Context: an optimization exercise on an open-source flow, tuned for small area, a short achievable clock period and few clock cycles per item. The choices shown serve that exercise and are no tape-out recipe. The RTL was checked by simulation tests, not by an equivalence proof against the original design. Power figures rest on the tool's default switching activity, not on a simulated workload.

Setup of job 8379:
// sobel_stream_filter
module sobel_stream_filter #(
  parameter int IMG_W = 224,
  parameter int IMG_H = 224,
  parameter int PIX_W = 8,
  parameter int SHIFT = 3
) (
  input  logic             fclk,
  input  logic             rst_n,
  input  logic             in_valid,
  output logic             in_ready,
  input  logic [PIX_W-1:0] in_pixel,
  input  logic             in_sof,
  output logic             out_valid,
  input  logic             out_ready,
  output logic [PIX_W-1:0] out_pixel,
  output logic             out_last,
  input  logic [1:0]       mode,
  input  logic [PIX_W+2:0] threshold
);
Settings: LEC_CHECK=0, ABC_CLOCK_PERIOD_IN_PS=5000, CAP_MARGIN=20, CORE_MARGIN=2, CORE_UTILIZATION=60, CTS_CLUSTER_DIAMETER=100, CTS_CLUSTER_SIZE=30, SETUP_SLACK_MARGIN=5, SLEW_MARGIN=20; clock period 10.0 ns.
standard.sh (not shown) runs the stock make flow with config.mk's settings and CLKGATE_MAP_FILE= SYNTH_SCRIPT=/design/flow/synth_recipe.tcl, a recipe that flattens the netlist after the stock synthesis.
==> flow/flow/run.sh <==
#!/bin/bash
set -euo pipefail
bash standard.sh finish SETUP_SLACK_MARGIN=6.85 > make_finish.log 2>&1
Testbench counts of job 8379, summed over its fixed seeds: cycles 401,428, pixels 394,272.
Setup changes, job 8379 to job 7167
- changing ABC_CLOCK_PERIOD_IN_PS from 5000 to 3000
==> flow/flow/run.sh <==
#!/bin/bash
set -euo pipefail
bash standard.sh finish SETUP_SLACK_MARGIN=6.9 > make_finish.log 2>&1
==> run notes <==
Summary: with job 8379 as the reference, length of routed wiring on met1 in job 7167 moved up slightly. On half-perimeter wire length of the detailed placement result, the higher figure sits with job 7167, not job 8379. Compared with job 8379, in job 7167 area taken by flip-flops and latches held; number of max-slew violations in the final report held; number of nets in the layout held.
### job 7167 -> job 2286
- ABC_CLOCK_PERIOD_IN_PS changed from 3000 to 2000
==> flow/flow/run.sh <==
#!/bin/bash
set -euo pipefail
bash standard.sh finish SETUP_SLACK_MARGIN=7.2 > make_finish.log 2>&1
[summary]
No stage failed in job 2286, and the final checks on the layout all came back clean. Compared with job 7167, job 2286 shows a sequential portion of the cell area that is 0.62 points lower. Count of fill cells added during filler insertion: job 7167 and job 2286 compared, higher one is job 7167. Power: job 2286 vs job 7167 up 0.84%.

========
v6:
sobel_stream_filter again, from the RTL that the note above started with.
export LEC_CHECK = 0
export ABC_CLOCK_PERIOD_IN_PS = 2500
export CAP_MARGIN = 20
export CORE_MARGIN = 2
export CORE_UTILIZATION = 60
export CTS_CLUSTER_DIAMETER = 100
export CTS_CLUSTER_SIZE = 30
export SETUP_SLACK_MARGIN = 5
export SLEW_MARGIN = 20
create_clock -name core_clock -period 10.0 [get_ports {fclk}]
==> flow/flow/run.sh <==
#!/bin/bash
set -euo pipefail
bash standard.sh finish SETUP_SLACK_MARGIN=7.0 > make_finish.log 2>&1
The final layout from v6, which completed every stage, passed the timing, design-rule and antenna checks at the end of the flow.
Testbench counts of v6, summed over its fixed seeds: cycles 401,428, pixels 394,272.
Inputs modified between v6 and v7:
==> flow/flow/run.sh <==
#!/bin/bash
set -euo pipefail
bash standard.sh finish SETUP_SLACK_MARGIN=6.9 > make_finish.log 2>&1
diff --git a/flow/config.mk b/flow/config.mk
--- a/flow/config.mk
+++ b/flow/config.mk
@@ -7,3 +7,3 @@
 export LEC_CHECK = 0
-export ABC_CLOCK_PERIOD_IN_PS = 2500
+export ABC_CLOCK_PERIOD_IN_PS = 3000
 export CAP_MARGIN = 20
@@ -12,3 +12,3 @@
 export CTS_CLUSTER_DIAMETER = 100
-export CTS_CLUSTER_SIZE = 30
+export CTS_CLUSTER_SIZE = 28
 export SETUP_SLACK_MARGIN = 5
Findings:
v6 and v7 all finish clean. Compared with v6, in v7 via count held steady; final design instance area without fill was more or less identical; fraction of area in multi-input gates essentially unchanged; non-clock buffer instance count of the final layout now sits lower; net load switching power went up about 0.7%. v6 and v7 ended up with nearly the same leakage power summed over all cells. Wire length of v7 exceeds that of v6 slightly. Looking at endpoint of the worst setup timing path, the out_pixel[2] result is from v7; the in_ready one comes from v6. On minimum hold slack, v6 and v7 are neck and neck. v7 consumes more power than v6 does.

==> port drivers added, routing unchanged <==
How much do the figures lean on ideal ports? The routed layouts below were timed once more, with nothing changed but the port constraints.
Step 1: set_driving_cell puts a clkbuf_16 on fclk and a buf_2 on each other input, an assumption about the parent block.
Step 2 adds t to the input delays and takes it off the output delays; t is the mean of the earliest and latest rising clock arrival at the registers after step 1. Input paths then give back, and output paths get back, about the clock's delay inside the block.
Three values: ideal, step 1, step 2; two values: the first two.
run | shift t [ns] | setup WS [ns] | worst slew at a driven data input, ns
job 8379 | 0.848 | 6.742 / 6.671 / 6.103 | 0.18
job 7167 | 0.843 | 6.757 / 6.687 / 6.118 | 0.16
job 2286 | 0.849 | 6.765 / 6.693 / 6.429 | 0.14
v6 | 0.841 | 6.747 / 6.680 / 6.538 | 0.15
v7 | 0.845 | 6.751 / 6.681 / 6.190 | 0.17
After both steps setup and hold are still met in every run listed.
